What follows belongs to an exercise in optimizing a design on an open flow for small area and a short achievable clock period; a production flow would make more cautious choices. RTL that was checked went through simulation tests only; none was proved equivalent to the original. The flow treats the clock pin as an ideal source. Dropping or thinning the clock tree relies on that and would not hold on a real chip. No activity file was given, so power comes from the tool's default toggle rates.

Design mem_link_responder, start of the top module:
module mem_link_responder #(
  parameter int DEPTH = 16
) (
  input  logic              clk_i,
  input  logic              reset_n_i,
  input  logic [LINK_W-1:0] mem_fwd_link_i,
  output logic [LINK_W-1:0] mem_fwd_link_o,
  output logic [LINK_W-1:0] mem_rev_link_o
);
Size in the first run: ~1300 flip-flops, roughly 210 I/O pins.
clock: 5.2 ns
lec_check: 0
abc_clock_period_in_ps: 2000
cap_margin: 20
core_margin: 2
core_utilization: 40
setup_slack_margin: 3.3
slew_margin: 20
tns_end_percent: 30
buffer_ports_args: -buffer_cell sky130_fd_sc_hd__buf_2
cts_args: -sink_clustering_enable -repair_clock_nets -sink_clustering_size 30 -sink_clustering_max_diameter 100 -dont_use_dummy_load
pre_cts_tcl: /design/flow/flow/noroot_cts.tcl
standard.sh (not shown) runs the stock make flow with config.mk's settings and CLKGATE_MAP_FILE= SYNTH_SCRIPT=/design/flow/synth_recipe.tcl, a recipe that flattens the netlist after the stock synthesis.
==> flow/flow/run.sh <==
#!/bin/bash
# Own flow: the standard layout (standard.sh, standard synthesis) with
# these changes to how the layout is made:
#  - the ports are buffered with buf_2 cells (the default picks a slow delay
#    cell for them);
#  - CTS clusters up to 30 sinks per leaf buffer and inserts no dummy loads;
set -euo pipefail
cat >> config.mk <<EOC
export BUFFER_PORTS_ARGS = -buffer_cell sky130_fd_sc_hd__buf_2
export CTS_ARGS = -sink_clustering_enable -repair_clock_nets -sink_clustering_size 30 -sink_clustering_max_diameter 100 -dont_use_dummy_load
export PRE_CTS_TCL = $PWD/flow/noroot_cts.tcl
EOC
bash standard.sh > flow_make.log 2>&1
==> flow/flow/noroot_cts.tcl <==
rename clock_tree_synthesis my_tritoncts

proc my_is_clkbuf {inst} {
  return [string match "sky130_fd_sc_hd__clkbuf_*" [[$inst getMaster] getName]]
}

proc my_out_net {inst} {
  foreach it [$inst getITerms] {
    if {[$it isOutputSignal]} { return [$it getNet] }
  }
  return "NULL"
}

proc my_loads {net} {
  set loads {}
  foreach it [$net getITerms] {
    if {[$it isInputSignal]} { lappend loads $it }
  }
  return $loads
}

proc my_drop_root_buffer {} {
  set block [ord::get_db_block]
  set clk [$block findNet clk_i]
  set loads [my_loads $clk]
  if {[llength $loads] != 1} { return }
  set root [[lindex $loads 0] getInst]
  if {![my_is_clkbuf $root]} { return }
  set rnet [my_out_net $root]
  set sub [my_loads $rnet]
  if {[llength $sub] > 4} { return }
  foreach s $sub {
    if {![my_is_clkbuf [$s getInst]]} { return }
  }
  foreach s $sub {
    $s disconnect
    $s connect $clk
  }
  foreach o [$root getITerms] { $o disconnect }
  odb::dbInst_destroy $root
  odb::dbNet_destroy $rnet
  puts "my_drop_root_buffer: clk_i now drives [llength $sub] clock buffers"
}

proc clock_tree_synthesis {args} {
  my_tritoncts {*}$args
  my_drop_root_buffer
}
==> next run, changes <==
Settings changed: TNS_END_PERCENT 30 to 10.
Outcome: The changed run passed the timing, DRC and antenna checks. Via count came out lower by about 0.33%. Routed wire length shrinks by 1.5%. Hold slack is better by 0.051 ns. Non-clock buffer count shrinks by 21. Cell count drops by about 0.4%. Count of clock-buffer cells in the layout is unchanged. Register-to-register slack improves by 0.04 ns. Design area came out lower by about 1.8%.

---

## juniper
mem_link_responder, a different RTL version from the one above (not shown whole).
Size: roughly 2400 cells after synthesis, ~1100 flip-flops, ~42000 um^2 of cells after synthesis.
==> flow/design.v (excerpt) <==
module mem_link_responder #(
  parameter int DEPTH = 16
) (
  input  logic              clk_i,
  input  logic              reset_n_i,
  input  logic [LINK_W-1:0] mem_fwd_link_i,
  output logic [LINK_W-1:0] mem_fwd_link_o,
  output logic [LINK_W-1:0] mem_rev_link_o
);
==> flow/config.mk <==
export PLATFORM = sky130hd
export DESIGN_NAME = mem_link_responder
export DESIGN_NICKNAME = mem_link_responder
export VERILOG_FILES = /design/flow/design.v
export SDC_FILE = /design/flow/constraint.sdc
export NUM_CORES = 4
export LEC_CHECK = 0
export ABC_CLOCK_PERIOD_IN_PS = 2300
export CAP_MARGIN = 20
export CORE_MARGIN = 2
export CORE_UTILIZATION = 65
export PLACE_DENSITY = 0.75
export SETUP_SLACK_MARGIN = 2.8
export SLEW_MARGIN = 20
==> flow/constraint.sdc <==
create_clock -name core_clock -period 5.2 [get_ports {clk_i}]
set_input_delay 1.0400 -clock core_clock [delete_from_list [all_inputs] [get_ports {clk_i}]]
set_output_delay 1.0400 -clock core_clock [all_outputs]
set_load 0.01 [all_outputs]
run.sh (not shown) runs the stock make flow with config.mk's settings and CLKGATE_MAP_FILE= SYNTH_SCRIPT=/design/flow/synth_recipe.tcl, a recipe that flattens the netlist after the stock synthesis.
Stock flow here: none of the scripts above is used.
juniper finished end to end and its layout was clean on timing, DRC and antenna.
Modified inputs, indigo compared to juniper
-- flow/config.mk --
<<< juniper, line 10
export CORE_MARGIN = 2
export CORE_UTILIZATION = 65
export PLACE_DENSITY = 0.75
export SETUP_SLACK_MARGIN = 2.8
>>> indigo, line 10
export CORE_MARGIN = 2
export CORE_UTILIZATION = 40
export SETUP_SLACK_MARGIN = 2.8
--- outcome ---
In summary, indigo completed successfully, with a layout that passed the timing, DRC and antenna checks. juniper has a lower final area than indigo. From juniper to indigo the numbers moved as follows: length of the first detailed-routing pass in iterations went down 2; total power fell by 1.9%.
No run of this note included a check of the RTL's function; only the layout flow was run.

## re-timing with driven ports
Ports are ideal in the flow. The routed layouts listed here were re-timed in OpenROAD. Step 1 assumes that a clkbuf_16 drives the clock port and a buf_2 every other input. Step 2 moves the port delays by t, midway between the first and last clock arrival at a register: inputs arrive t later, outputs are due t later. That takes back most of the time a late clock gives input paths. a / b / c = ideal / step 1 / step 2; a / b = the first two.
run | shift t [ns] | setup WS [ns] | worst slew at a driven data input, ns
the first run of note 1 | 0.563 | 3.140 / 3.022 / 2.690 | 0.08
the second run of note 1 | 0.569 | 3.151 / 3.013 / 2.700 | 0.08
juniper | 0.730 | 2.684 / 2.684 / 2.107 | 0.13
indigo | 0.763 | 2.734 / 2.734 / 2.043 | 0.13
After both steps setup and hold are still met in every run listed. The setup slack of indigo, which loses most, moves by 0.000 ns with the drivers and by -0.691 ns with both steps.
